This is an optimization exercise on Yosys and OpenROAD, whose aim is small area and a short achievable clock period, not a production implementation.
In this exercise RTL edits were held to simulation tests only and were not proved equivalent to the original.
Power figures rest on the tool's default switching activity, not on a simulated workload. No driver is modelled on the clock port, so clocking that relies on it looks cheaper here than on a real chip.

[flow/design.v]
module commit_trace_buffer #(
   parameter int DEPTH      = 16,
   parameter int DROP_CNT_W = 16
) (
   input  logic                      clk,
   input  logic                      rst_n,
   input  logic                      commit_valid,
   input  logic [31:0]               commit_pc,
   input  logic [31:0]               commit_instr,
   input  logic [4:0]                commit_rd,
   input  logic [31:0]               commit_data,
   output logic                      trace_valid,
   input  logic                      trace_ready,
   output logic [31:0]               trace_pc,
   output logic [31:0]               trace_instr,
   output logic [4:0]                trace_rd,
   output logic [31:0]               trace_data,
   output logic [15:0]               trace_seq,
   input  logic                      flush,
   input  logic                      clear_stats,
   output logic                      overflow,
   output logic [DROP_CNT_W-1:0]     drop_count,
   output logic [63:0]               retired_count,
   output logic [$clog2(DEPTH):0]    fill_level
);
   localparam int AW = $clog2(DEPTH);
   localparam int RW = 32 + 32 + 5 + 32 + 16;    
   localparam int NS = DEPTH - 1;                
   logic [AW:0]           cnt_q;       
   logic                  valid_q;     
   logic                  more_q;      
   logic                  ge3_q;       
   logic                  full_q;      
   logic [NS-1:0]         wr_q;        
   logic [NS-1:0]         rs_q;        
   logic [15:0]           seq_q;
   logic                  overflow_q;
   logic [DROP_CNT_W-1:0] drop_cnt_q;
   logic [63:0]           retired_q;
   logic [RW-1:0] mem [NS];
   logic [RW-1:0] head_q;
   logic [RW-1:0] rec_in;
   logic [RW-1:0] head_d;
   logic [NS-1:0] we;
   logic pop, push, drop, to_store, adv;
   assign rec_in = {commit_pc, commit_instr, commit_rd, commit_data, seq_q};
   assign pop      = valid_q && trace_ready && !flush;
   assign push     = commit_valid && !flush && (!full_q || trace_ready);
   assign drop     = commit_valid && !flush && full_q && !trace_ready;
   assign to_store = more_q || (valid_q && !trace_ready);
   assign adv      = !valid_q || trace_ready;
   logic up, dn;
   assign up = push && !pop;
   assign dn = pop && !push;
   always_ff @(posedge clk or negedge rst_n) begin
      if (!rst_n) begin
         cnt_q   <= '0;
         valid_q <= 1'b0;
         more_q  <= 1'b0;
         ge3_q   <= 1'b0;
         full_q  <= 1'b0;
         wr_q    <= NS'(1);
         rs_q    <= '0;
      end else if (flush) begin
         cnt_q   <= '0;
         valid_q <= 1'b0;
         more_q  <= 1'b0;
         ge3_q   <= 1'b0;
         full_q  <= 1'b0;
         rs_q    <= '0;
      end else begin
         if (up) begin
            cnt_q   <= cnt_q + 1'b1;
            valid_q <= 1'b1;
            more_q  <= valid_q;
            ge3_q   <= more_q;
            full_q  <= (cnt_q == (AW+1)'(DEPTH - 1));
         end else if (dn) begin
            cnt_q   <= cnt_q - 1'b1;
            valid_q <= more_q;
            more_q  <= ge3_q;
            ge3_q   <= (cnt_q >= 4);
            full_q  <= 1'b0;
         end
         if (push && to_store) wr_q <= {wr_q[NS-2:0], wr_q[NS-1]};
         if (pop && more_q)
            rs_q <= (push || ge3_q) ? {rs_q[NS-2:0], rs_q[NS-1]} : '0;
         else if (push && to_store && !more_q)
            rs_q <= wr_q;
      end
   end
   always_comb begin
      head_d = ({RW{!adv}} & head_q) | ({RW{adv && !more_q}} & rec_in);
      for (int i = 0; i < NS; i++)
         head_d = head_d | ({RW{adv && rs_q[i]}} & mem[i]);
   end
   always_comb
      for (int i = 0; i < NS; i++)
         we[i] = (wr_q[i] && !full_q) || (wr_q[i] && full_q && trace_ready);
   always_ff @(posedge clk) begin
      for (int i = 0; i < NS; i++)
         if (we[i]) mem[i] <= rec_in;
      head_q <= head_d;
   end
   always_ff @(posedge clk or negedge rst_n) begin
      if (!rst_n) begin
         seq_q      <= '0;
         overflow_q <= 1'b0;
         drop_cnt_q <= '0;
         retired_q  <= '0;
      end else begin
         if (commit_valid) seq_q <= seq_q + 16'd1;
         if (clear_stats) begin
            overflow_q <= 1'b0;
            drop_cnt_q <= '0;
            retired_q  <= '0;
         end else begin
            if (drop) begin
               overflow_q <= 1'b1;
               if (drop_cnt_q != {DROP_CNT_W{1'b1}}) drop_cnt_q <= drop_cnt_q + 1'b1;
            end
            if (commit_valid) retired_q <= retired_q + 64'd1;
         end
      end
   end
   assign trace_valid   = valid_q;
   assign {trace_pc, trace_instr, trace_rd, trace_data, trace_seq} = head_q;
   assign overflow      = overflow_q;
   assign drop_count    = drop_cnt_q;
   assign retired_count = retired_q;
   assign fill_level    = cnt_q;
endmodule
[flow/flow/run.sh]
#!/bin/bash
set -euo pipefail
bash standard.sh \
  BUFFER_PORTS_ARGS="-buffer_cell sky130_fd_sc_hd__buf_2" \
  CTS_ARGS="-sink_clustering_enable -repair_clock_nets -sink_clustering_size 30 -sink_clustering_max_diameter 80 -buf_list {sky130_fd_sc_hd__clkbuf_8 sky130_fd_sc_hd__clkbuf_16} -dont_use_dummy_load" \
  finish > standard_flow.log 2>&1
[flow/standard.sh]
#!/bin/bash
# synth_recipe.tcl (not shown) runs the flow's synth.tcl, then flattens the netlist and writes it again
# the make line also repeats each setting of config.mk as NAME=value (left out here)
make -C /OpenROAD-flow-scripts/flow DESIGN_CONFIG=/design/flow/config.mk WORK_HOME=/design/flow/orfs CLKGATE_MAP_FILE= SYNTH_SCRIPT=/design/flow/synth_recipe.tcl "${@:-finish}"
[flow/config.mk]
export PLATFORM = sky130hd
export DESIGN_NAME = commit_trace_buffer
export DESIGN_NICKNAME = commit_trace_buffer
export VERILOG_FILES = /design/flow/design.v
export SDC_FILE = /design/flow/constraint.sdc
export NUM_CORES = 4
export LEC_CHECK = 0
export CAP_MARGIN = 20
export CORE_MARGIN = 2
export CORE_UTILIZATION = 60
export SETUP_SLACK_MARGIN = 2.9
export SLEW_MARGIN = 20
[flow/constraint.sdc]
create_clock -name core_clock -period 5.5 [get_ports {clk}]
set_input_delay 1.1000 -clock core_clock [delete_from_list [all_inputs] [get_ports {clk}]]
set_output_delay 1.1000 -clock core_clock [all_outputs]
set_load 0.01 [all_outputs]
==> results.json, run 1 <==
{
  "crit_path_max_fanout": 44,
  "gp_congestion": 0.798,
  "r2r_end": "head_q[86]$_DFF_P_",
  "final_nets": 4370,
  "drt.antenna.violating_nets": 0,
  "ys.flop_type": "edfxtp_1",
  "antenna_found_initial": 15,
  "cts_sinks": 2008,
  "syn_area_per_cell_um2": 18.1,
  "routed_wirelength_um": 203000,
  "area.growth.synth_to_final_pct": 8.19,
  "grt.overflow.total": 0,
  "netlist_area_um2": 72800,
  "rsz0062_at_grt": "yes",
  "netlist-cell-type-count": 74,
  "min_path_type": "in2async",
  "hold_viol_final": 0,
  "end_kind": "register",
  "final-max-slew-violation-count": 0,
  "start_util_pct": 60.6,
  "ff2ff_path_depth": 3,
  "ios": 311,
  "port_buffers": 310,
  "cp-startpoint": "trace_ready",
  "dp_cells": 5771,
  "placed_area_um2": 76400,
  "peakVddDrop_v": 0.000271,
  "start_kind": "input port",
  "relSlewSlack_pct": 28.6,
  "grt_pass1_wl_um": 289000,
  "synth_nets": 4140,
  "wl_per_cell_um": 34.6,
  "fin_crit_sh_pct": 48.6,
  "worstPathRequired_ns": 5.84,
  "min_period_ns": 2.67,
  "clock_latency_ns": 0.72,
  "drive_gt1_share_pct": 13.8,
  "vias": 41900,
  "status": "no timing/DRC/antenna violations",
  "root_buffer": "clkbuf_16",
  "cts-buffers-inserted": 82,
  "row_count": 127,
  "synth_edf_count": 1755,
  "initialDrtViolationCount": 5789,
  "drc": 0,
  "core_um2": 120000,
  "htree_levels": 3,
  "grt_use_total_pct": 32.1,
  "arrival_ns": 3.01,
  "setup_viol": 0,
  "synth-seq-cells": 2008,
  "dieArea_um2": 124000,
  "first_pass_iters": 7,
  "instances_no_fill": 5872,
  "die_h_um": 352,
  "power.density_nw_per_um2": 316,
  "grt_pass1_vias": 39900,
  "leakage_nw": 24.8,
  "yosys_warnings": 2,
  "vias_per_cell": 7.13,
  "grt_max_degree": 119,
  "fmax_mhz": 374,
  "synthArstFlopShare_pct": 6.77,
  "clkTransAtPathRegs_ns": 0.11,
  "hpwl_um": 102000,
  "timing.setup.tns_ns": 0,
  "syn_inst": 4026,
  "cts_tree": "done",
  "ff2ff_setup_slack_ns": 2.89,
  "crit_type": "in2reg",
  "ys_seq_area_share_pct": 80.3,
  "fin_area_um2": 78700,
  "holdBufCountCts": 0,
  "finalClockSkew_ns": 0.0617,
  "cap_violations": 0,
  "die_w_um": 352,
  "worstMarginPinSlew_ns": 1.07,
  "reg2reg_from": "rs_q[1]$_DFFE_PN0P_",
  "clk_path_buf_depth": 3
}
## worst max-delay path by stage
stage	endpoint
global placement	mem[3][60]$_DFFE_PP_
global route	cnt_q[4]$_DFFE_PN0P_
floorplan	retired_q[63]$_DFFE_PN0P_
finish	mem[3][73]$_DFFE_PP_
detailed placement	mem[6][86]$_DFFE_PP_
CTS	mem[3][28]$_DFFE_PP_
## routing by layer
layer	GRT usage, %	wire length [um]	vias to the layer above
met3	5.16	19400	266
met2	51.3	96800	2293
met4	7.61	4950	12
met5	0	68	-
met1	47.1	82100	21900
li1	-	-	17400
## critical path: stages
cell and delay (ns):
buf_2 0.21, nand2b_4 0.27, and2_4 0.79, buf_4 0.59
## timing repair
action / in CTS / in global routing
setup endpoints to repair: 284 / 532
setup buffers: 6 / 4
cloned: 0 / 3
gates resized for setup: 8 / 14
pin swaps: 5 / 2
## layout by cell type, fill, tap and decap left out, types with 9 or more instances in the layout
cell / count
dfxtp_1: 114
dfrtp_1: 118
a22oi_1: 193
edfxtp_1: 1755
buf_12: 28
a221oi_1: 309
and3_1: 27
a41oi_1: 100
nand4_1: 44
o21ai_0: 29
a222oi_1: 67
xor2_1: 14
dfrtp_4: 15
xnor2_1: 45
buf_2: 308
and2_4: 15
nand3_1: 56
nor3_1: 19
and4_1: 22
or3_1: 21
or4_1: 9
inv_1: 25
a221o_1: 78
nand2_1: 61
clkbuf_16: 82
mux2_2: 18
nor2_1: 140
a21oi_1: 43
o2bb2ai_1: 15
a22o_1: 293
o31ai_1: 9
a31oi_1: 12
buf_4: 69
## per-stage QoR
stage	total power [W]	util (%)	hold WS (ns)	setup slack, ns
2_1_floorplan	0.0176	-	0.448	2.68
3_3_place_gp	0.0182	63.6	0.450	2.08
3_5_place_dp	0.0182	63.6	0.454	2.07
4_1_cts	0.0249	65.4	0.429	2.83
5_1_grt	0.0255	65.5	0.470	2.81
6_report	0.0249	65.5	0.425	2.83
## registers in the layout, indices dropped and copies added, names as in the netlist
name / flops
drop_cnt_q: 16
head_q: 117
overflow_q: 1
valid_q: 1
rs_q: 15
retired_q: 64
more_q: 1
cnt_q: 5
full_q: 1
ge3_q: 1
seq_q: 16
wr_q: 15
mem: 1755
## cell families after synthesis
kind of cell,count (synthesis),synth area share [%]
compound gates,1169,13.5
xor+xnor,59,0.710
fa+ha+maj,7,0.131
buf+inv,294,1.58
flops,2008,80.3
mux,23,0.349
simple gates,466,3.37
## cells in the mapped netlist, types with 48 or more instances
library cell,count,area [um^2]
a222oi_1,67,671
edfxtp_1,1755,52700
nand2_1,63,236
a22o_1,293,2570
clkbuf_1,209,785
a221oi_1,310,2720
a221o_1,78,781
nor2_1,141,529
a22oi_1,193,1450
nand3_1,58,290
dfxtp_1,117,2340
buf_1,48,180
dfrtp_1,135,3380
a41oi_1,100,876
## where the power goes
part | internal (W) | total (W) | switching (W)
registers | 0.0168 | 0.0170 | 0.000268
logic | 0.000302 | 0.000828 | 0.000526
clock network | 0.00269 | 0.00702 | 0.00432
## final cells by class
cell class,instances,area [um^2]
tap,1612,2020
multi-input combinational,1727,13400
timing repair buffer,411,2680
antenna,6,15.0
clock buffer,82,2050
sequential,2008,58500
fill,8234,41400
inverter,26,105
==> run 2: changes to the inputs <==
--- a/flow/config.mk
+++ b/flow/config.mk
@@ -8,5 +8,5 @@
 export CAP_MARGIN = 20
 export CORE_MARGIN = 2
 export CORE_UTILIZATION = 60
-export SETUP_SLACK_MARGIN = 2.9
+export SETUP_SLACK_MARGIN = 3.4
 export SLEW_MARGIN = 20
==> run 2 against run 1 <==
Count of clock-buffer cells in the layout increased by 1. Via count increased by 8.0%. Synthesized cell count unchanged. Flip-flop and latch count unchanged.
==> results.json, run 2 <==
{
  "status": "no timing/DRC/antenna violations",
  "hold_depth": 1,
  "syn_area_per_cell_um2": 18.1,
  "yosysMostFrequentCell": "edfxtp_1",
  "largestRegisters": "mem x1755, head_q x117, retired_q x64",
  "slowest_delay_ns": 0.45,
  "antenna_found_initial": 18,
  "final-max-slew-violation-count": 0,
  "root_buffer": "clkbuf_16",
  "core_um2": 120000,
  "fin_ws_ns": 3.12,
  "drive_gt1_share_pct": 25.9,
  "crit_family": "flip-flops",
  "netlist_area_um2": 72800,
  "row_count": 127,
  "finalClockSkew_ns": 0.0629,
  "cp_num_cells": 1,
  "crit_type": "reg2out",
  "n_fill_cell": 7611,
  "min_period_ns": 2.38,
  "dieArea_um2": 124000,
  "end_kind": "primary output",
  "leakage_nw": 27.3,
  "synth-seq-cells": 2008,
  "drt.antenna.violating_nets": 0,
  "netlist_top_cells_count": "edfxtp_1, a221oi_1, a22o_1",
  "start_util_pct": 60.6,
  "timing.setup.tns_ns": 0,
  "rsz0062_at_grt": "yes",
  "routed_wirelength_um": 232000,
  "synth_edf_count": 1755,
  "grt_max_degree": 93,
  "critical_path_buf_inv_count": 1,
  "synthArstFlopShare_pct": 6.77,
  "final_common_cell": "edfxtp_1",
  "hold_ws_ns": 0.457,
  "wl_per_cell_um": 37.3,
  "power.density_nw_per_um2": 299,
  "largest_reg_flops": 1755,
  "grt_util_met2_pct": 57.8,
  "holdBufCountCts": 0,
  "grt_pass1_vias": 42600,
  "vias_per_cell": 7.27,
  "cts-buffers-inserted": 83,
  "htree_levels": 3,
  "critPathSlowestCell": "dfrtp_2",
  "grt_pass1_wl_um": 322000,
  "gp_congestion": 0.820,
  "arrival_ns": 1.28,
  "ys_seq_area_share_pct": 80.3,
  "crit_path_max_fanout": 2,
  "globalRouteMet1Util_pct": 52.7,
  "top_register": "mem",
  "ys.flop_type": "edfxtp_1",
  "port_buffers": 310,
  "cts_sinks": 2008,
  "cap_violations": 0,
  "yosys_warnings": 2,
  "clk_path_buf_depth": 3,
  "grt.busiest_layer": "met2",
  "setup_viol": 0,
  "dp_slack_ns": 2.01,
  "ios": 311,
  "clkTransAtPathRegs_ns": 0.11,
  "hold_viol_final": 0,
  "final_nets": 4716,
  "ff2ff_path_depth": 8,
  "grt_use_total_pct": 36.7,
  "hpwl_um": 104000,
  "synth_top_cell_by_area": "edfxtp_1",
  "initialDrtViolationCount": 7509,
  "relSlewSlack_pct": 33.4,
  "fin_area_um2": 84400,
  "drc": 0,
  "min_path_type": "reg2reg",
  "netlist-cell-type-count": 74,
  "cts_tree": "done",
  "syn_inst": 4026,
  "synth_nets": 4140,
  "start_kind": "register",
  "grt.overflow.total": 0,
  "worstPathRequired_ns": 4.40,
  "power.total_w": 0.0252,
  "area.growth.synth_to_final_pct": 15.9,
  "die_h_um": 352,
  "placed_area_um2": 76600,
  "vias": 45200,
  "fmax_mhz": 420,
  "yosysTopAreaCellShare_pct": 72.4,
  "cp_cell_sequence": "buf_6",
  "peakVddDrop_v": 0.000332,
  "synth.area.top_cells": "edfxtp_1, dfrtp_1, a221oi_1, a22o_1, dfxtp_1",
  "first_pass_iters": 8,
  "clock_latency_ns": 0.72,
  "mostFrequentLayoutCells": "edfxtp_1, buf_4, a22o_1",
  "grtUsageMet3_pct": 6.87,
  "die_w_um": 352,
  "worstMarginPinSlew_ns": 0.999,
  "fin_crit_sh_pct": 43.3
}
==> run 2: cell families after synthesis <==
kind of cell	count (synthesis)	synth area share [%]
AOI/OAI and AO/OA	1169	13.5
and+or+nand+nor	466	3.37
adders and majority gates	7	0.131
DFF	2008	80.3
muxes	23	0.349
xor gates and xnor gates	59	0.710
buffers and inverters	294	1.58
==> run 2: final cells by class <==
type | instances | area [um^2] | share of cell area (%)
inverters | 26 | 124 | 0.147
diodes | 7 | 17.5 | 0.0208
repair buffers | 733 | 7160 | 8.49
well taps | 1612 | 2020 | 2.39
clock buffers | 83 | 2080 | 2.46
flip-flops and latches | 2008 | 58800 | 69.7
multi-input cells | 1750 | 14100 | 16.7
==> run 2: worst paths after layout <==
check,slack [ns],to,startpoint
min in group asynchronous,0.48,retired_q[62]$_DFFE_PN0P_,rst_n
hold / removal,0.46,head_q[10]$_DFF_P_,mem[1][10]$_DFFE_PP_
setup / recovery,3.12,retired_count[15],retired_q[15]$_DFFE_PN0P_
setup reg to reg,3.26,retired_q[56]$_DFFE_PN0P_,retired_q[44]$_DFFE_PN0P_
max in group asynchronous,3.82,retired_q[8]$_DFFE_PN0P_,rst_n
hold reg to reg,0.46,head_q[10]$_DFF_P_,mem[1][10]$_DFFE_PP_
==> run 2: metrics by stage <==
step                std cells  utilization [%]
finish                   6219             70.2
global route             6213             70.2
CTS                      6153             69.4
detailed placement       5771             63.8
global placement         5770             63.8
floorplan                4026                -
==> run 2: timing repair <==
action                      CTS  global route
pin swaps                    48            31
buffers inserted            269            56
gates resized for setup     533           104
cloned                       30             3
setup endpoints to repair  1922           421
==> run 2: routing by layer <==
metal / wire [um] / part of all wire (%)
met2: 109000 / 47
met1: 86900 / 37
met4: 8810 / 3.8
met5: 79 / 0.034
met3: 27800 / 12
==> run 2: report_power, final <==
part | switching, W | leakage (nW) | internal, W
sequential | 0.000318 | 18.4 | 0.0168
combinational | 0.000551 | 7.84 | 0.000479
clock | 0.00434 | 1.02 | 0.00272
total | 0.00521 | 27.3 | 0.0200
==> run 3: changes to the inputs <==
--- a/flow/config.mk
+++ b/flow/config.mk
@@ -7,6 +7,7 @@
 export LEC_CHECK = 0
 export CAP_MARGIN = 20
 export CORE_MARGIN = 2
-export CORE_UTILIZATION = 60
-export SETUP_SLACK_MARGIN = 3.4
+export CORE_UTILIZATION = 72
+export PLACE_DENSITY = 0.8
+export SETUP_SLACK_MARGIN = 3.2
 export SLEW_MARGIN = 20
==> run 3 against run 2 <==
Utilization rose by 11 points. Power fell by 1.5%. Count of clock-buffer cells in the layout fell by 5. Clock power fell by 3.7%. Critical endpoint is now mem[2][104]$_DFFE_PP_.
==> results.json, run 3 <==
{
  "status": "no timing/DRC/antenna violations",
  "globalRouteMet1Util_pct": 55.5,
  "holdPathEnd": "head_q[26]$_DFF_P_",
  "critical_path_buf_inv_count": 4,
  "dp_cells": 5438,
  "row_count": 116,
  "relSlewSlack_pct": 32.1,
  "syn_inst": 4026,
  "yosys_warnings": 2,
  "dieArea_um2": 104000,
  "syn_area_per_cell_um2": 18.1,
  "cp-startpoint": "trace_ready",
  "crit_type": "in2reg",
  "hold_viol_final": 0,
  "synth_nets": 4140,
  "netlist_area_um2": 72800,
  "antenna_found_initial": 24,
  "end_kind": "register",
  "p_comb_share_pct": 3.7,
  "netlist_top_cells_count": "edfxtp_1, a221oi_1, a22o_1",
  "ys_seq_area_share_pct": 80.3,
  "first_pass_iters": 9,
  "instances_no_fill": 5734,
  "fmax_mhz": 412,
  "die_h_um": 322,
  "synth_top_cell_by_area": "edfxtp_1",
  "n_fill_cell": 4788,
  "worstPathRequired_ns": 5.83,
  "cap_violations": 0,
  "crit_family": "buffers and inverters",
  "clk_path_buf_depth": 3,
  "area.growth.synth_to_final_pct": 11.6,
  "power.density_nw_per_um2": 305,
  "timing.setup.tns_ns": 0,
  "seq_power_share_pct": 68.9,
  "vias_per_cell": 7.91,
  "synthArstFlopShare_pct": 6.77,
  "worstMarginPinSlew_ns": 1.02,
  "sw_frac_of_total_pct": 20.4,
  "ios": 311,
  "holdBufCountCts": 0,
  "grtUsageMet3_pct": 10.3,
  "reg2reg_from": "full_q$_DFFE_PN0P_",
  "critPathSlowestCell": "and2_4",
  "drc": 0,
  "cts-buffers-inserted": 78,
  "p_sw_w": 0.00506,
  "clkTransAtPathRegs_ns": 0.10,
  "final_common_cell": "edfxtp_1",
  "min_period_ns": 2.43,
  "routed_wirelength_um": 214000,
  "initialDrtViolationCount": 8406,
  "grt_pass1_wl_um": 295000,
  "grt.busiest_layer": "met2",
  "min_path_type": "reg2reg",
  "start_kind": "input port",
  "clock_latency_ns": 0.71,
  "ys.flop_type": "edfxtp_1",
  "min_from": "mem[11][26]$_DFFE_PP_",
  "grt_util_met2_pct": 61.8,
  "root_buffer": "clkbuf_16",
  "setup_viol": 0,
  "yosysTopAreaCellShare_pct": 72.4,
  "mostFrequentLayoutCells": "edfxtp_1, a221oi_1, a22o_1",
  "gp_congestion": 0.858,
  "yosysMostFrequentCell": "edfxtp_1",
  "finalClockSkew_ns": 0.0411,
  "start_util_pct": 72.7,
  "drive_gt1_share_pct": 20.4,
  "peakVddDrop_v": 0.000296,
  "largestRegisters": "mem x1755, head_q x117, retired_q x64",
  "crit_path_max_fanout": 55,
  "cp_cell_sequence": "buf_4, nand2b_4, buf_4, buf_4, and2_4, buf_12",
  "cp_common_cell": "buf_4",
  "top_register": "mem",
  "rsz0062_at_grt": "yes",
  "vias": 45400,
  "arrival_ns": 2.76,
  "grt_use_total_pct": 40.2,
  "cts_tree": "done",
  "p_int_w": 0.0198,
  "netlist-cell-type-count": 74,
  "ff2ff_path_depth": 5,
  "drt.antenna.violating_nets": 0,
  "final-max-slew-violation-count": 0,
  "slowest_delay_ns": 0.48,
  "core_um2": 100000,
  "port_buffers": 310,
  "final_nets": 4537,
  "die_w_um": 322,
  "synth.area.top_cells": "edfxtp_1, dfrtp_1, a221oi_1, a22o_1, dfxtp_1",
  "grt.overflow.total": 0,
  "hold_depth": 1,
  "largest_reg_flops": 1755,
  "fin_crit_sh_pct": 44.2,
  "wl_per_cell_um": 37.2,
  "grt_pass1_vias": 43100,
  "p_clk_share_pct": 27.4,
  "ff2ff_setup_slack_ns": 3.14,
  "cts_sinks": 2008,
  "r2r_end": "mem[2][104]$_DFFE_PP_",
  "grt_max_degree": 120,
  "synth_edf_count": 1755,
  "htree_levels": 3,
  "synth-seq-cells": 2008,
  "leakage_nw": 26.0,
  "hpwl_um": 94800
}
-- run 3: cell counts after synthesis --
Identical to the previous run, type by type.
-- run 3: metrics by stage --
| stage | instance area, um^2 | utilization [%] | setup WS (ns) | total power, W | hold WS, ns |
|---|---|---|---|---|---|
| 2_1_floorplan | 73000 | - | 2.69 | 0.0176 | 0.448 |
| 3_3_place_gp | 75900 | 75.8 | 2.10 | 0.0181 | 0.451 |
| 3_5_place_dp | 75900 | 75.8 | 2.06 | 0.0182 | 0.454 |
| 4_1_cts | 80300 | 80.2 | 3.09 | 0.0247 | 0.477 |
| 5_1_grt | 81200 | 81.1 | 3.09 | 0.0253 | 0.495 |
| 6_report | 81200 | 81.1 | 3.07 | 0.0248 | 0.477 |
-- run 3: logic make-up (layout without fill, tap and decap cells) --
| group | Yosys count | count (layout) | share of synthesized area [%] |
|---|---|---|---|
| buf+inv | 294 | 669 | 1.58 |
| xor+xnor | 59 | 59 | 0.710 |
| simple gates | 466 | 486 | 3.37 |
| other cells | 0 | 15 | 0 |
| fa+ha+maj | 7 | 7 | 0.131 |
| compound gates | 1169 | 1169 | 13.5 |
| flops | 2008 | 2008 | 80.3 |
| mux | 23 | 23 | 0.349 |
-- run 3: metal layers --
layer,routed length (um),part of all wire [%]
met1,69500,33
met4,10300,4.8
met5,127,0.059
met3,35700,17
met2,98000,46
-- run 3: power groups by stage --
stage               clock [W]  combinational [W]  sequential [W]
finish                0.00680           0.000926          0.0171
global route          0.00722           0.000995          0.0171
CTS                   0.00673           0.000883          0.0171
detailed placement          0           0.000782          0.0174
global placement            0           0.000745          0.0174
floorplan                   0           0.000319          0.0173
-- run 3: worst reg2reg max path: cells and delay by family (launching register included) --
family                 cells  cell delay (ns)
AND/OR/NAND/NOR            2             0.62
flip-flops                 1             0.55
buffers and inverters      3             0.77
-- run 3: worst max-delay path by stage --
stage / depth (start not counted) / to / slack [ns]
floorplan: 7 / retired_q[63]$_DFFE_PN0P_ / 2.69
global placement: 4 / mem[13][24]$_DFFE_PP_ / 2.10
detailed placement: 4 / mem[11][14]$_DFFE_PP_ / 2.06
CTS: 1 / retired_count[38] / 3.09
global route: 1 / retired_count[24] / 3.09
finish: 6 / mem[2][104]$_DFFE_PP_ / 3.07
-- run 3: what timing repair did --
action / CTS / global route
setup buffers: 127 / 48
endpoints found under the setup margin: 1509 / 648
resized for setup: 329 / 78
pin swaps: 16 / 12
cloned: 20 / 8
-- run 3: layout make-up --
cell class | count | area (um^2) | share of cell area [%]
Clock buffer | 78 | 1950 | 2.40
Multi-Input combinational cell | 1744 | 13600 | 16.8
Timing Repair Buffer | 565 | 5100 | 6.28
Inverter | 26 | 110 | 0.136
Antenna cell | 15 | 37.5 | 0.0462
Tap cell | 1298 | 1620 | 2.00
Sequential cell | 2008 | 58800 | 72.4
==> run 4: changes to the inputs <==
--- a/flow/config.mk
+++ b/flow/config.mk
@@ -7,7 +7,6 @@
 export LEC_CHECK = 0
 export CAP_MARGIN = 20
 export CORE_MARGIN = 2
-export CORE_UTILIZATION = 72
-export PLACE_DENSITY = 0.8
-export SETUP_SLACK_MARGIN = 3.2
+export CORE_UTILIZATION = 55
+export SETUP_SLACK_MARGIN = 3.25
 export SLEW_MARGIN = 20
==> run 4 against run 3 <==
Register-to-register slack worse by 0.04 ns. Cell area up 2.7%. Critical path depth down 5. Clock skew up 0.019 ns. Die area up 31%. Sequential share of layout area down 1.8 points. Largest cell class unchanged.
==> results.json, run 4 <==
{
  "first_pass_iters": 6,
  "row_count": 133,
  "seq_area_um2": 58800,
  "cts_sinks": 2008,
  "dieArea_um2": 135000,
  "globalRouteMet1Util_pct": 50.7,
  "synthArstFlopShare_pct": 6.77,
  "yosys_warnings": 2,
  "crit_path_max_fanout": 6,
  "wl_per_cell_um": 36.6,
  "cts-buffers-inserted": 86,
  "grt.busiest_layer": "met2",
  "min_path_type": "reg2reg",
  "crit_family": "flip-flops",
  "clk_path_buf_depth": 3,
  "relSlewSlack_pct": 15.2,
  "netlist_area_um2": 72800,
  "reg2reg_from": "retired_q[9]$_DFFE_PN0P_",
  "mostFrequentLayoutCells": "edfxtp_1, a221oi_1, a22o_1",
  "synth-seq-cells": 2008,
  "htree_levels": 3,
  "n_fill_cell": 9289,
  "min_period_ns": 2.44,
  "holdBufCountCts": 0,
  "drive_gt1_share_pct": 23.7,
  "worstPathRequired_ns": 4.40,
  "port_buffers": 310,
  "multi_input_area_um2": 13800,
  "cap_violations": 0,
  "min_from": "mem[1][11]$_DFFE_PP_",
  "status": "no timing/DRC/antenna violations",
  "synth_edf_count": 1755,
  "antenna_found_initial": 19,
  "routed_wirelength_um": 231000,
  "fmax_mhz": 410,
  "power.density_nw_per_um2": 304,
  "ios": 311,
  "final-max-slew-violation-count": 0,
  "crit_type": "reg2out",
  "setup_viol": 0,
  "ys.flop_type": "edfxtp_1",
  "yosysTopAreaCellShare_pct": 72.4,
  "start_kind": "register",
  "synth_nets": 4140,
  "syn_inst": 4026,
  "timing.setup.tns_ns": 0,
  "die_w_um": 368,
  "worstMarginPinSlew_ns": 1.27,
  "largestRegisters": "mem x1755, head_q x117, retired_q x64",
  "final_nets": 4652,
  "rsz0062_at_grt": "yes",
  "end_kind": "primary output",
  "core_um2": 131000,
  "start_util_pct": 55.4,
  "finalClockSkew_ns": 0.0606,
  "area.growth.synth_to_final_pct": 14.6,
  "grtUsageMet3_pct": 4.75,
  "fin_ws_ns": 3.06,
  "gp_congestion": 0.801,
  "largest_reg_flops": 1755,
  "clock_latency_ns": 0.74,
  "netlist_top_cells_count": "edfxtp_1, a221oi_1, a22o_1",
  "grt_use_total_pct": 33.4,
  "initialDrtViolationCount": 7110,
  "die_h_um": 368,
  "vias_per_cell": 7.08,
  "syn_area_per_cell_um2": 18.1,
  "final_util_pct": 63.4,
  "root_buffer": "clkbuf_16",
  "critPathSlowestCell": "dfrtp_2",
  "yosysMostFrequentCell": "edfxtp_1",
  "netlist-cell-type-count": 74,
  "cp_cell_sequence": "buf_6",
  "grt_pass1_wl_um": 321000,
  "hold_viol_final": 0,
  "vias": 44500,
  "fin_crit_sh_pct": 44.3,
  "synth_top_cell_by_area": "edfxtp_1",
  "grt_max_degree": 89,
  "drt.antenna.violating_nets": 0,
  "cts_tree": "done",
  "slowest_delay_ns": 0.47,
  "ys_seq_area_share_pct": 80.3,
  "leakage_nw": 26.8,
  "top_register": "mem",
  "drc": 0,
  "cp-startpoint": "retired_q[18]$_DFFE_PN0P_",
  "final_common_cell": "edfxtp_1",
  "grt_util_met2_pct": 51.6,
  "grt_pass1_vias": 41800,
  "clkTransAtPathRegs_ns": 0.11,
  "synth.area.top_cells": "edfxtp_1, dfrtp_1, a221oi_1, a22o_1, dfxtp_1",
  "hpwl_um": 110000,
  "peakVddDrop_v": 0.000273,
  "arrival_ns": 1.34,
  "grt.overflow.total": 0,
  "dp_slack_ns": 1.84,
  "critical_path_buf_inv_count": 1
}
run 4: changes by cell type in the layout (fill, tap and decap cells not counted), moves of 12 or more:
| cell | previous run | this run |
|---|---|---|
| diode_2 | 15 | 3 |
| dfrtp_2 | 29 | 48 |
| buf_4 | 183 | 280 |
| dfrtp_1 | 91 | 72 |
| buf_6 | 148 | 201 |
| dfxtp_1 | 13 | 0 |
| buf_12 | 27 | 51 |
| buf_2 | 183 | 126 |
| dfxtp_2 | 55 | 71 |
run 4: report_power, final:
part | switching (W) | internal (W)
combinational | 0.000559 | 0.000467
sequential | 0.000319 | 0.0168
clock | 0.00443 | 0.00282
total | 0.00531 | 0.0201
run 4: cells by family after synthesis:
| kind of cell | after synthesis | share of synthesized area [%] |
|---|---|---|
| compound gates | 1169 | 13.5 |
| xor+xnor | 59 | 0.710 |
| fa+ha+maj | 7 | 0.131 |
| buf+inv | 294 | 1.58 |
| flops | 2008 | 80.3 |
| mux | 23 | 0.349 |
| simple gates | 466 | 3.37 |
run 4: worst paths after layout:
path                                        endpoint  cells past startpoint  slack [ns]
max                                retired_count[18]                      1        3.06
min                               head_q[11]$_DFF_P_                      1        0.45
max in group asynchronous       rs_q[13]$_DFFE_PN0P_                      2        3.76
max reg2reg                retired_q[55]$_DFFE_PN0P_                      7        3.10
min reg2reg                       head_q[11]$_DFF_P_                      1        0.45
min in group asynchronous  drop_cnt_q[9]$_DFFE_PN0P_                      1        0.46
run 4: final cells by class:
| class | count | area share, % |
|---|---|---|
| inverters | 26 | 0.123 |
| multi-input cells | 1745 | 16.6 |
| repair buffers | 671 | 7.57 |
| flip-flops and latches | 2008 | 70.5 |
| diodes | 3 | 0.00900 |
| clock buffers | 86 | 2.58 |
| well taps | 1755 | 2.63 |
run 4: through the flow:
step                instances  hold WS, ns  instance area (um^2)  power (W)
floorplan                4026        0.448                 73000     0.0176
global placement         5930        0.450                 76800     0.0182
detailed placement       5931        0.454                 76900     0.0182
CTS                      6206        0.449                 82400     0.0254
global route             6292        0.462                 83400     0.0260
finish                   6294        0.449                 83400     0.0254
run 4: timing repair:
| item | CTS | global route |
|---|---|---|
| gates resized for setup | 472 | 58 |
| gates cloned | 21 | 2 |
| hold endpoints to repair | 0 | 0 |
| setup buffers | 168 | 83 |
| pin swaps | 16 | 23 |
| setup endpoints to repair | 1668 | 437 |
run 4: layer usage:
metal | up-vias | wire length (um)
met1 | 23400 | 92600
met2 | 2836 | 106000
li1 | 18000 | -
met5 | - | 55
met3 | 311 | 26000
met4 | 8 | 5720
run 4: worst register-to-register path, cell delays in order, from the launching register on:
cell     delay [ns]
dfrtp_1        0.40
buf_4          0.16
and3_4         0.21
nand4_1        0.12
or4_4          0.59
buf_12         0.15
or4b_1         0.50
a21oi_1        0.17
==> run 5: changes to the inputs <==
--- a/flow/config.mk
+++ b/flow/config.mk
@@ -7,6 +7,6 @@
 export LEC_CHECK = 0
 export CAP_MARGIN = 20
 export CORE_MARGIN = 2
-export CORE_UTILIZATION = 55
-export SETUP_SLACK_MARGIN = 3.25
+export CORE_UTILIZATION = 65
+export SETUP_SLACK_MARGIN = 3.15
 export SLEW_MARGIN = 20
==> run 5 against run 4 <==
Synthesized cell count did not move. Largest power group unchanged. Critical endpoint is now mem[5][76]$_DFFE_PP_. Power fell by 2.0%. Global-route usage rose by 3.2 points.
==> results.json, run 5 <==
{
  "ios": 311,
  "row_count": 122,
  "critPathSlowestCell": "bufbuf_16",
  "initialDrtViolationCount": 6995,
  "final_nets": 4527,
  "die_h_um": 339,
  "antenna_found_initial": 13,
  "min_period_ns": 2.52,
  "crit_type": "in2reg",
  "vias_per_cell": 7.43,
  "grt_use_total_pct": 36.5,
  "top_register": "mem",
  "worstMarginPinSlew_ns": 1.10,
  "arrival_ns": 2.87,
  "synth_top_cell_by_area": "edfxtp_1",
  "core_um2": 111000,
  "cts_tree": "done",
  "cp_num_cells": 5,
  "leakage_nw": 25.9,
  "status": "no timing/DRC/antenna violations",
  "min_path_type": "reg2reg",
  "clkTransAtPathRegs_ns": 0.11,
  "netlist_top_cells_count": "edfxtp_1, a221oi_1, a22o_1",
  "synth_edf_count": 1755,
  "syn_inst": 4026,
  "synth-seq-cells": 2008,
  "dieArea_um2": 115000,
  "yosysMostFrequentCell": "edfxtp_1",
  "netlist_area_um2": 72800,
  "ys.flop_type": "edfxtp_1",
  "fin_crit_sh_pct": 45.8,
  "finalClockSkew_ns": 0.0539,
  "peakVddDrop_v": 0.000274,
  "start_util_pct": 65.7,
  "vias": 43900,
  "yosysTopAreaCellShare_pct": 72.4,
  "synth_nets": 4140,
  "relSlewSlack_pct": 26.6,
  "yosys_warnings": 2,
  "hpwl_um": 98900,
  "root_buffer": "clkbuf_16",
  "fmax_mhz": 397,
  "area.growth.synth_to_final_pct": 11.5,
  "seq_area_um2": 58700,
  "clock_latency_ns": 0.70,
  "cts-buffers-inserted": 79,
  "n_fill_cell": 6680,
  "rsz0062_at_grt": "yes",
  "first_pass_iters": 6,
  "largest_reg_flops": 1755,
  "port_buffers": 310,
  "drive_gt1_share_pct": 19.9,
  "netlist-cell-type-count": 74,
  "wl_per_cell_um": 36.5,
  "timing.setup.tns_ns": 0,
  "routed_wirelength_um": 216000,
  "drc": 0,
  "htree_levels": 3,
  "end_kind": "register",
  "grt_pass1_vias": 41500,
  "gp_congestion": 0.843,
  "final-max-slew-violation-count": 0,
  "final_util_pct": 73.2,
  "synthArstFlopShare_pct": 6.77,
  "hold_depth": 1,
  "hold_viol_final": 0,
  "cp_common_cell": "buf_4",
  "worstPathRequired_ns": 5.85,
  "setup_viol": 0,
  "drt.antenna.violating_nets": 0,
  "grt_pass1_wl_um": 302000,
  "grt.overflow.total": 0,
  "multi_input_area_um2": 13600,
  "ys_seq_area_share_pct": 80.3,
  "power.density_nw_per_um2": 306,
  "clk_path_buf_depth": 3,
  "cts_sinks": 2008,
  "slowest_delay_ns": 0.60,
  "syn_area_per_cell_um2": 18.1,
  "mostFrequentLayoutCells": "edfxtp_1, a221oi_1, a22o_1",
  "cp_cell_sequence": "buf_4, nand2b_4, buf_4, and2_4, bufbuf_16",
  "start_kind": "input port",
  "largestRegisters": "mem x1755, head_q x117, retired_q x64",
  "final_common_cell": "edfxtp_1",
  "synth.area.top_cells": "edfxtp_1, dfrtp_1, a221oi_1, a22o_1, dfxtp_1",
  "cap_violations": 0,
  "crit_path_max_fanout": 48,
  "critical_path_buf_inv_count": 3,
  "grt_max_degree": 106,
  "ff2ff_path_depth": 4,
  "crit_family": "buffers and inverters",
  "die_w_um": 339
}
-- run 5: cell types whose count changed in the layout (fill, tap and decap cells not counted), moves of 12 or more --
| cell | previous run | this run |
|---|---|---|
| and2_2 | 18 | 6 |
| buf_2 | 126 | 220 |
| buf_4 | 280 | 185 |
| buf_6 | 201 | 94 |
| dfxtp_1 | 0 | 44 |
| dfxtp_2 | 71 | 43 |
| dfxtp_4 | 46 | 30 |
-- run 5: worst register-to-register path: stages (launching register included) --
cell       delay [ns]
dfrtp_1          0.51
nand2b_4         0.15
buf_4            0.19
and2_4           0.55
bufbuf_16        0.61
-- run 5: metal layers --
metal  GRT usage (%)  up-vias  part of all wire, %
met1            53.7    22600                   37
li1                -    17700                    -
met5               0        -                0.024
met3            6.26      386                   13
met2            57.9     3116                   47
met4            9.50        8                  3.1
-- run 5: path summary, 6_finish.rpt --
path | start | endpoint | slack (ns)
worst max register to register | full_q$_DFFE_PN0P_ | mem[5][76]$_DFFE_PP_ | 3.12
worst min register to register | mem[11][94]$_DFFE_PP_ | head_q[94]$_DFF_P_ | 0.47
max in group asynchronous | rst_n | rs_q[13]$_DFFE_PN0P_ | 3.86
worst min-delay path | mem[11][94]$_DFFE_PP_ | head_q[94]$_DFF_P_ | 0.47
min in group asynchronous | rst_n | retired_q[48]$_DFFE_PN0P_ | 0.49
worst max-delay path | trace_ready | mem[5][76]$_DFFE_PP_ | 2.98
-- run 5: timing repair --
action / CTS / global route
pin swaps: 12 / 8
hold buffers: 0 / 0
cloned: 14 / 5
setup buffers: 117 / 46
setup endpoints to repair: 1317 / 350
gates resized for setup: 283 / 45
-- run 5: cells by family after synthesis --
logic type,Yosys count,synth area share (%)
AOI/OAI and AO/OA,1169,13.5
buffers and inverters,294,1.58
and+or+nand+nor,466,3.37
muxes,23,0.349
DFF,2008,80.3
xor gates and xnor gates,59,0.710
adders and majority gates,7,0.131
-- run 5: stage by stage --
stage               hold WS [ns]  std cells  setup WS [ns]  power (W)  cell area, um^2
floorplan                  0.448       4026           2.69     0.0176            72900
global placement           0.449       5638           2.08     0.0182            76300
detailed placement         0.454       5638           1.98     0.0182            76300
CTS                        0.464       5848           3.04     0.0249            80400
global route               0.490       5902           3.03     0.0254            81100
finish                     0.467       5904           2.98     0.0249            81200
-- run 5: layout make-up --
class	instances	share of cell area, %
sequential	2008	72.4
multi-input combinational	1738	16.8
clock buffer	79	2.44
timing repair buffer	560	5.98
tap	1488	2.29
inverter	26	0.136
antenna	5	0.0154
-- run 5: where the power goes --
group          switching, W  leakage (nW)  internal, W
Sequential         0.000265          18.4       0.0168
Combinational      0.000555          6.48     0.000370
Clock               0.00429         0.974      0.00260
Total               0.00511          25.9       0.0198
==> run 6: changes to the inputs <==
--- a/flow/config.mk
+++ b/flow/config.mk
@@ -7,6 +7,6 @@
 export LEC_CHECK = 0
 export CAP_MARGIN = 20
 export CORE_MARGIN = 2
-export CORE_UTILIZATION = 65
-export SETUP_SLACK_MARGIN = 3.15
+export CORE_UTILIZATION = 60
+export SETUP_SLACK_MARGIN = 3.3
 export SLEW_MARGIN = 20
==> run 6 against run 5 <==
Still clean. Die area rose by 8.2%. Critical endpoint is now retired_count[18]. Sequential power about the same. Sequential share of layout area down 1.5 points.
==> results.json, run 6 <==
{
  "slowest_delay_ns": 0.47,
  "largest_reg_flops": 1755,
  "crit_family": "flip-flops",
  "fin_ws_ns": 3.12,
  "timing.setup.tns_ns": 0,
  "setup_viol": 0,
  "critical_path_buf_inv_count": 1,
  "clock_latency_ns": 0.72,
  "netlist_area_um2": 72800,
  "grt_pass1_vias": 41700,
  "p_clk_share_pct": 27.9,
  "power.density_nw_per_um2": 302,
  "core_um2": 120000,
  "peakVddDrop_v": 0.000269,
  "syn_inst": 4026,
  "crit_type": "reg2out",
  "start_util_pct": 60.6,
  "min_path_type": "reg2reg",
  "critPathSlowestCell": "dfrtp_2",
  "p_comb_share_pct": 4.1,
  "die_w_um": 352,
  "cp_cell_sequence": "buf_6",
  "hpwl_um": 100000,
  "dieArea_um2": 124000,
  "initialDrtViolationCount": 6639,
  "p_int_w": 0.0199,
  "relSlewSlack_pct": 29.9,
  "vias_per_cell": 7.17,
  "area.growth.synth_to_final_pct": 14.1,
  "p_sw_w": 0.00517,
  "dp_slack_ns": 2.02,
  "fin_crit_sh_pct": 43.4,
  "yosys_warnings": 2,
  "top_register": "mem",
  "die_h_um": 352,
  "end_kind": "primary output",
  "htree_levels": 3,
  "ys.flop_type": "edfxtp_1",
  "grt_use_total_pct": 34.6,
  "drc": 0,
  "cts_tree": "done",
  "grt_max_degree": 120,
  "final_common_cell": "edfxtp_1",
  "drive_gt1_share_pct": 23.1,
  "clkTransAtPathRegs_ns": 0.11,
  "cts_sinks": 2008,
  "synth.area.top_cells": "edfxtp_1, dfrtp_1, a221oi_1, a22o_1, dfxtp_1",
  "seq_power_share_pct": 68.0,
  "fin_area_um2": 83000,
  "grt_pass1_wl_um": 308000,
  "ys_seq_area_share_pct": 80.3,
  "netlist_top_cells_count": "edfxtp_1, a221oi_1, a22o_1",
  "fmax_mhz": 419,
  "synth_top_cell_by_area": "edfxtp_1",
  "worstPathRequired_ns": 4.40,
  "routed_wirelength_um": 220000,
  "first_pass_iters": 9,
  "cts-buffers-inserted": 81,
  "worstMarginPinSlew_ns": 1.05,
  "vias": 44000,
  "row_count": 127,
  "synth_nets": 4140,
  "leakage_nw": 26.6,
  "syn_area_per_cell_um2": 18.1,
  "synth_edf_count": 1755,
  "yosysTopAreaCellShare_pct": 72.4,
  "cap_violations": 0,
  "start_kind": "register",
  "root_buffer": "clkbuf_16",
  "largestRegisters": "mem x1755, head_q x117, retired_q x64",
  "power.total_w": 0.0251,
  "synth-seq-cells": 2008,
  "yosysMostFrequentCell": "edfxtp_1",
  "sw_frac_of_total_pct": 20.6,
  "crit_path_max_fanout": 7,
  "ios": 311,
  "placed_area_um2": 76600,
  "port_buffers": 310,
  "netlist-cell-type-count": 74,
  "holdBufCountCts": 0,
  "status": "no timing/DRC/antenna violations",
  "finalClockSkew_ns": 0.0645,
  "grt.overflow.total": 0,
  "synthArstFlopShare_pct": 6.77,
  "wl_per_cell_um": 35.8,
  "antenna_found_initial": 19,
  "drt.antenna.violating_nets": 0,
  "final-max-slew-violation-count": 0,
  "gp_congestion": 0.815,
  "hold_ws_ns": 0.451,
  "clk_path_buf_depth": 3,
  "rsz0062_at_grt": "yes",
  "arrival_ns": 1.28,
  "hold_viol_final": 0,
  "mostFrequentLayoutCells": "edfxtp_1, a221oi_1, a22o_1",
  "final_nets": 4624,
  "min_period_ns": 2.38
}
[run 6: timing repair]
item                        CTS  global route
setup endpoints to repair  1549           479
setup buffers               178            66
gates resized for setup     461            60
cloned                       19             5
pin swaps                    28            25
[run 6: worst paths after layout]
path	startpoint	end	slack [ns]	cells after the start
worst max-delay path	retired_q[18]$_DFFE_PN0P_	retired_count[18]	3.12	1
min in group asynchronous	rst_n	drop_cnt_q[3]$_DFFE_PN0P_	0.51	1
max in group asynchronous	rst_n	retired_q[44]$_DFFE_PN0P_	3.95	2
worst min-delay path	mem[10][28]$_DFFE_PP_	head_q[28]$_DFF_P_	0.45	1
worst min register to register	mem[10][28]$_DFFE_PP_	head_q[28]$_DFF_P_	0.45	1
worst max register to register	retired_q[13]$_DFFE_PN0P_	retired_q[57]$_DFFE_PN0P_	3.25	8
[run 6: layout make-up]
class | instances | area [um^2]
Timing Repair inverter | 1 | 11.3
Clock buffer | 81 | 2030
Timing Repair Buffer | 649 | 6220
Multi-Input combinational cell | 1743 | 13800
Inverter | 26 | 124
Fill cell | 7802 | 37100
Tap cell | 1612 | 2020
Sequential cell | 2008 | 58800
Antenna cell | 12 | 30.0
[run 6: cells by family after synthesis]
kind of cell               after synthesis  share of synthesized area, %
muxes                                   23                         0.349
xor gates and xnor gates                59                         0.710
AOI/OAI and AO/OA                     1169                          13.5
and+or+nand+nor                        466                          3.37
adders and majority gates                7                         0.131
buffers and inverters                  294                          1.58
DFF                                   2008                          80.3
[run 6: per-layer routing]
metal	up-vias	wire, um	track usage (%)
met4	14	6060	8.14
met1	22900	85600	51.2
met5	-	93	0
met2	2769	103000	54.8
li1	17900	-	-
met3	356	24400	5.69
[run 6: power groups by stage]
stage               Sequential [W]  Combinational, W  Clock, W
global route                0.0171           0.00110   0.00748
global placement            0.0174          0.000804         0
CTS                         0.0171          0.000997   0.00703
finish                      0.0171           0.00102   0.00699
floorplan                   0.0173          0.000319         0
detailed placement          0.0174          0.000825         0
[run 6: stage by stage]
stage	util, %	std cells
finish	69.1	6132
global route	69.1	6121
CTS	68.4	6049
detailed placement	63.8	5771
global placement	63.8	5771
floorplan	-	4026
==> run 7: changes to the inputs <==
--- a/flow/config.mk
+++ b/flow/config.mk
@@ -8,5 +8,5 @@
 export CAP_MARGIN = 20
 export CORE_MARGIN = 2
 export CORE_UTILIZATION = 60
-export SETUP_SLACK_MARGIN = 3.3
+export SETUP_SLACK_MARGIN = 3.2
 export SLEW_MARGIN = 20
==> run 7 against run 6 <==
Utilization fell by 0.70 points. First-iteration DRC count rose by 6.9%. Area after synthesis did not move.
==> results.json, run 7 <==
{
  "seq_power_share_pct": 68.0,
  "yosys_warnings": 2,
  "wl_per_cell_um": 36.2,
  "final_nets": 4543,
  "clk_path_buf_depth": 3,
  "fin_crit_sh_pct": 43.5,
  "worstPathRequired_ns": 4.40,
  "yosysTopAreaCellShare_pct": 72.4,
  "top_register": "mem",
  "antenna_found_initial": 15,
  "hpwl_um": 100000,
  "min_path_type": "in2async",
  "crit_family": "flip-flops",
  "cp_cell_sequence": "buf_6",
  "synth_top_cell_by_area": "edfxtp_1",
  "min_period_ns": 2.39,
  "clock_latency_ns": 0.72,
  "netlist_top_cells_count": "edfxtp_1, a221oi_1, a22o_1",
  "core_um2": 120000,
  "start_util_pct": 60.6,
  "p_comb_share_pct": 3.9,
  "final_common_cell": "edfxtp_1",
  "vias": 43600,
  "fmax_mhz": 418,
  "syn_inst": 4026,
  "grt_pass1_wl_um": 306000,
  "grt.busiest_layer": "met2",
  "drive_gt1_share_pct": 21.4,
  "cts-buffers-inserted": 83,
  "cap_violations": 0,
  "netlist-cell-type-count": 74,
  "p_int_w": 0.0200,
  "n_fill_cell": 7868,
  "initialDrtViolationCount": 7095,
  "final-max-slew-violation-count": 0,
  "largest_reg_flops": 1755,
  "cts_tree": "done",
  "syn_area_per_cell_um2": 18.1,
  "hold_viol_final": 0,
  "peakVddDrop_v": 0.000275,
  "ff2ff_setup_slack_ns": 3.17,
  "grt_max_degree": 100,
  "synth.area.top_cells": "edfxtp_1, dfrtp_1, a221oi_1, a22o_1, dfxtp_1",
  "grt_util_met2_pct": 53.7,
  "relSlewSlack_pct": 31.1,
  "synth_edf_count": 1755,
  "mostFrequentLayoutCells": "edfxtp_1, a221oi_1, a22o_1",
  "critPathSlowestCell": "dfrtp_2",
  "synth-seq-cells": 2008,
  "fin_ws_ns": 3.11,
  "grt_pass1_vias": 41300,
  "arrival_ns": 1.29,
  "holdBufCountCts": 0,
  "vias_per_cell": 7.21,
  "synthArstFlopShare_pct": 6.77,
  "drc": 0,
  "leakage_nw": 26.2,
  "timing.setup.tns_ns": 0,
  "drt.antenna.violating_nets": 0,
  "yosysMostFrequentCell": "edfxtp_1",
  "globalRouteMet1Util_pct": 51.7,
  "htree_levels": 3,
  "crit_type": "reg2out",
  "port_buffers": 310,
  "seq_area_um2": 58800,
  "area.growth.synth_to_final_pct": 12.9,
  "grtUsageMet3_pct": 5.61,
  "p_clk_share_pct": 28.1,
  "ys_seq_area_share_pct": 80.3,
  "netlist_area_um2": 72800,
  "ios": 311,
  "cts_sinks": 2008,
  "p_sw_w": 0.00520,
  "status": "no timing/DRC/antenna violations",
  "dp_slack_ns": 1.99,
  "rsz0062_at_grt": "yes",
  "multi_input_area_um2": 13700,
  "finalClockSkew_ns": 0.0581,
  "synth_nets": 4140,
  "row_count": 127,
  "die_h_um": 352,
  "die_w_um": 352,
  "reg2reg_from": "rs_q[2]$_DFFE_PN0P_",
  "start_kind": "register",
  "largestRegisters": "mem x1755, head_q x117, retired_q x64",
  "end_kind": "primary output",
  "grt.overflow.total": 0,
  "cp-startpoint": "retired_q[24]$_DFFE_PN0P_",
  "sw_frac_of_total_pct": 20.7,
  "power.density_nw_per_um2": 306,
  "gp_congestion": 0.814,
  "first_pass_iters": 9,
  "worstMarginPinSlew_ns": 1.03,
  "crit_path_max_fanout": 6,
  "setup_viol": 0,
  "slowest_delay_ns": 0.47,
  "clkTransAtPathRegs_ns": 0.09,
  "root_buffer": "clkbuf_16",
  "ys.flop_type": "edfxtp_1",
  "dieArea_um2": 124000,
  "grt_use_total_pct": 34.3,
  "critical_path_buf_inv_count": 1,
  "routed_wirelength_um": 219000
}
-- run 7: cell counts after synthesis --
Identical to the previous run, type by type.
-- run 7: what timing repair did --
| action | in CTS | in global routing |
|---|---|---|
| buffers inserted | 132 | 39 |
| hold endpoints to repair | 0 | 0 |
| cloned | 20 | 5 |
| setup endpoints to repair | 1311 | 572 |
| pin swaps | 12 | 13 |
| resized for setup | 419 | 64 |
-- run 7: metrics by stage --
stage	cells	cell area [um^2]	power (W)	util [%]	hold slack (ns)
6_report	6045	82200	0.0252	68.4	0.418
5_1_grt	6041	82200	0.0258	68.4	0.433
4_1_cts	5995	81400	0.0252	67.8	0.384
3_5_place_dp	5760	76400	0.0182	63.6	0.455
3_3_place_gp	5760	76400	0.0182	63.6	0.450
2_1_floorplan	4026	73000	0.0176	-	0.448
-- run 7: cells by family after synthesis --
family,Yosys count,share of synthesized area [%]
mux,23,0.349
fa+ha+maj,7,0.131
flops,2008,80.3
simple gates,466,3.37
xor+xnor,59,0.710
buf+inv,294,1.58
compound gates,1169,13.5
-- run 7: cell type report --
| type | count | area share, % |
|---|---|---|
| antenna | 6 | 0.0183 |
| clock buffer | 83 | 2.53 |
| inverter | 26 | 0.128 |
| sequential | 2008 | 71.6 |
| tap | 1612 | 2.45 |
| timing repair buffer | 571 | 6.69 |
| multi-input combinational | 1739 | 16.6 |
-- run 7: worst paths after layout --
path | endpoint | cells after the start
setup / recovery | retired_count[24] | 1
hold / removal | retired_q[50]$_DFFE_PN0P_ | 1
hold reg to reg | head_q[65]$_DFF_P_ | 1
max in group asynchronous | rs_q[0]$_DFFE_PN0P_ | 2
setup reg to reg | head_q[90]$_DFF_P_ | 3
min in group core_clock | head_q[65]$_DFF_P_ | 1
-- run 7: power by group through the flow --
stage	combinational [W]	clock [W]	sequential, W
final	0.000979	0.00708	0.0171
after detailed placement	0.000799	0	0.0174
after CTS	0.000948	0.00713	0.0171
after global routing	0.00105	0.00759	0.0171
after floorplan	0.000319	0	0.0173
after global placement	0.000779	0	0.0174
-- run 7: routing by layer --
metal  vias up  share of wire [%]
li1      17700                  -
met3       321                 12
met1     22700                 39
met2      2850                 47
met4        14                2.5
met5         -              0.039
==> run 8: changes to the inputs <==
--- a/flow/config.mk
+++ b/flow/config.mk
@@ -5,8 +5,8 @@
 export SDC_FILE = /design/flow/constraint.sdc
 export NUM_CORES = 4
 export LEC_CHECK = 0
-export CAP_MARGIN = 20
+export CAP_MARGIN = 10
 export CORE_MARGIN = 2
 export CORE_UTILIZATION = 60
 export SETUP_SLACK_MARGIN = 3.2
-export SLEW_MARGIN = 20
+export SLEW_MARGIN = 10
==> run 8 against run 7 <==
Sequential power about the same. Via count stayed put. Die area stayed put. Register-to-register slack about the same. Cell area is the same. Combinational power about the same. Hold slack did not move. Flip-flop and latch count stayed put. Synthesized cell count unchanged. First-iteration DRC count stayed put. Largest cell class unchanged.
==> results.json, run 8 <==
{
  "p_int_w": 0.0200,
  "final_util_pct": 68.4,
  "drive_gt1_share_pct": 21.4,
  "synthArstFlopShare_pct": 6.77,
  "yosys_warnings": 2,
  "drt.antenna.violating_nets": 0,
  "grt_pass1_wl_um": 306000,
  "min_period_ns": 2.39,
  "cap_violations": 0,
  "timing.setup.tns_ns": 0,
  "cts_sinks": 2008,
  "netlist_area_um2": 72800,
  "finalClockSkew_ns": 0.0581,
  "hold_ws_ns": 0.418,
  "grt_pass1_vias": 41300,
  "crit_path_max_fanout": 6,
  "synth_top_cell_by_area": "edfxtp_1",
  "critical_path_buf_inv_count": 1,
  "hpwl_um": 100000,
  "relSlewSlack_pct": 31.1,
  "sw_frac_of_total_pct": 20.7,
  "grt.overflow.total": 0,
  "arrival_ns": 1.29,
  "start_kind": "register",
  "netlist_top_cells_count": "edfxtp_1, a221oi_1, a22o_1",
  "synth_edf_count": 1755,
  "syn_inst": 4026,
  "netlist-cell-type-count": 74,
  "yosysMostFrequentCell": "edfxtp_1",
  "row_count": 127,
  "routed_wirelength_um": 219000,
  "final-max-slew-violation-count": 0,
  "ys.flop_type": "edfxtp_1",
  "end_kind": "primary output",
  "largestRegisters": "mem x1755, head_q x117, retired_q x64",
  "placed_area_um2": 76400,
  "hold_viol_final": 0,
  "first_pass_iters": 9,
  "synth_nets": 4140,
  "fmax_mhz": 418,
  "slowest_delay_ns": 0.47,
  "top_register": "mem",
  "cts-buffers-inserted": 83,
  "htree_levels": 3,
  "core_um2": 120000,
  "critPathSlowestCell": "dfrtp_2",
  "instances_no_fill": 6045,
  "fin_crit_sh_pct": 43.5,
  "start_util_pct": 60.6,
  "drc": 0,
  "dp_cells": 5760,
  "wl_per_cell_um": 36.2,
  "status": "no timing/DRC/antenna violations",
  "final_nets": 4543,
  "synth.area.top_cells": "edfxtp_1, dfrtp_1, a221oi_1, a22o_1, dfxtp_1",
  "root_buffer": "clkbuf_16",
  "synth-seq-cells": 2008,
  "p_clk_share_pct": 28.1,
  "port_buffers": 310,
  "crit_type": "reg2out",
  "cp_cell_sequence": "buf_6",
  "worstMarginPinSlew_ns": 1.03,
  "yosysTopAreaCellShare_pct": 72.4,
  "vias_per_cell": 7.21,
  "antenna_found_initial": 15,
  "rsz0062_at_grt": "yes",
  "area.growth.synth_to_final_pct": 12.9,
  "die_h_um": 352,
  "setup_viol": 0,
  "vias": 43600,
  "fin_area_um2": 82200,
  "p_comb_share_pct": 3.9,
  "largest_reg_flops": 1755,
  "peakVddDrop_v": 0.000275,
  "gp_congestion": 0.814,
  "initialDrtViolationCount": 7095,
  "grt_use_total_pct": 34.3,
  "power.density_nw_per_um2": 306,
  "clkTransAtPathRegs_ns": 0.09,
  "die_w_um": 352,
  "clk_path_buf_depth": 3,
  "min_path_type": "in2async",
  "crit_family": "flip-flops",
  "p_sw_w": 0.00520,
  "ys_seq_area_share_pct": 80.3,
  "ios": 311,
  "cts_tree": "done",
  "final_common_cell": "edfxtp_1",
  "clock_latency_ns": 0.72,
  "grt_max_degree": 100,
  "dieArea_um2": 124000,
  "mostFrequentLayoutCells": "edfxtp_1, a221oi_1, a22o_1",
  "leakage_nw": 26.2,
  "worstPathRequired_ns": 4.40,
  "seq_power_share_pct": 68.0,
  "syn_area_per_cell_um2": 18.1
}
run 8: cell families (layout without fill, tap and decap cells):
family | Yosys count | after routing | synth area share [%]
xor+xnor | 59 | 59 | 0.710
mux | 23 | 23 | 0.349
fa+ha+maj | 7 | 7 | 0.131
compound gates | 1169 | 1169 | 13.5
other cells | 0 | 6 | 0
simple gates | 466 | 481 | 3.37
flops | 2008 | 2008 | 80.3
buf+inv | 294 | 680 | 1.58
run 8: final cells by class:
class	instances	area, um^2
flip-flops and latches	2008	58800
diodes	6	15.0
repair buffers	571	5500
inverters	26	105
clock buffers	83	2080
fillers	7868	37900
multi-input cells	1739	13700
well taps	1612	2020
run 8: final timing paths:
check                                     startpoint                         to  slack (ns)  cells after the start
max reg2reg                      rs_q[2]$_DFFE_PN0P_         head_q[90]$_DFF_P_        3.17                      3
min in group core_clock         mem[1][65]$_DFFE_PP_         head_q[65]$_DFF_P_        0.46                      1
min                                            rst_n  retired_q[50]$_DFFE_PN0P_        0.42                      1
max                        retired_q[24]$_DFFE_PN0P_          retired_count[24]        3.11                      1
max in group asynchronous                      rst_n        rs_q[0]$_DFFE_PN0P_        4.02                      2
min reg2reg                     mem[1][65]$_DFFE_PP_         head_q[65]$_DFF_P_        0.46                      1
run 8: repair_timing:
action                     4_1_cts  5_1_grt
setup endpoints to repair     1311      572
hold buffers                     0        0
hold endpoints to repair         0        0
buffers inserted               132       39
gates resized for setup        419       64
cloned                          20        5
pin swaps                       12       13
run 8: stage by stage:
stage	setup slack [ns]	total power, W
global route	3.07	0.0258
detailed placement	1.99	0.0182
CTS	3.05	0.0252
global placement	2.05	0.0182
finish	3.11	0.0252
floorplan	2.69	0.0176
run 8: per-layer routing:
metal / vias to the layer above / share of wire (%) / wire length (um) / global-route usage [%]
met3: 321 / 12 / 25500 / 5.61
met4: 14 / 2.5 / 5440 / 7.32
met2: 2850 / 47 / 102000 / 53.7
li1: 17700 / - / - / -
met1: 22700 / 39 / 85800 / 51.7
met5: - / 0.039 / 86 / 0
run 8: power groups by stage:
stage	clock network [W]	logic [W]	registers, W
after CTS	0.00713	0.000948	0.0171
after floorplan	0	0.000319	0.0173
after global routing	0.00759	0.00105	0.0171
after detailed placement	0	0.000799	0.0174
final	0.00708	0.000979	0.0171
after global placement	0	0.000779	0.0174

port drivers added, routing unchanged:
The flow's constraints put no driver on any port. The routed layouts listed below were extracted and timed again, unchanged, in two steps.
Step 1 assumes that a clkbuf_16 drives the clock port and a buf_2 every other input.
Step 2 adds t to the input delays and takes it off the output delays; t is the mean of the earliest and latest rising clock arrival at the registers after step 1. Input paths then give back, and output paths get back, about the clock's delay inside the block.
Slacks: ideal / step 1 / step 2; pairs: ideal / step 1.
run	shift t [ns]	setup WS [ns]	worst setup path at the end	worst register clock-pin slew, ns
run 1	0.758	2.828 / 2.810 / 2.052	input to register	0.12 / 0.12
run 2	0.761	3.119 / 3.041 / 2.508	input to register	0.12 / 0.12
run 3	0.772	3.071 / 3.041 / 2.345	input to register	0.12 / 0.12
run 4	0.790	3.061 / 2.980 / 2.378	input to register	0.12 / 0.12
run 5	0.767	2.979 / 3.008 / 2.263	input to register	0.12 / 0.12
run 6	0.758	3.115 / 3.037 / 2.473	input to register	0.12 / 0.12
run 7	0.768	3.108 / 3.027 / 2.387	input to register	0.12 / 0.12
run 8	0.768	3.108 / 3.027 / 2.387	input to register	0.12 / 0.12
After both steps setup and hold are still met in every run listed. The setup slack of run 1, which loses most, moves by -0.018 ns with the drivers and by -0.776 ns with both steps.
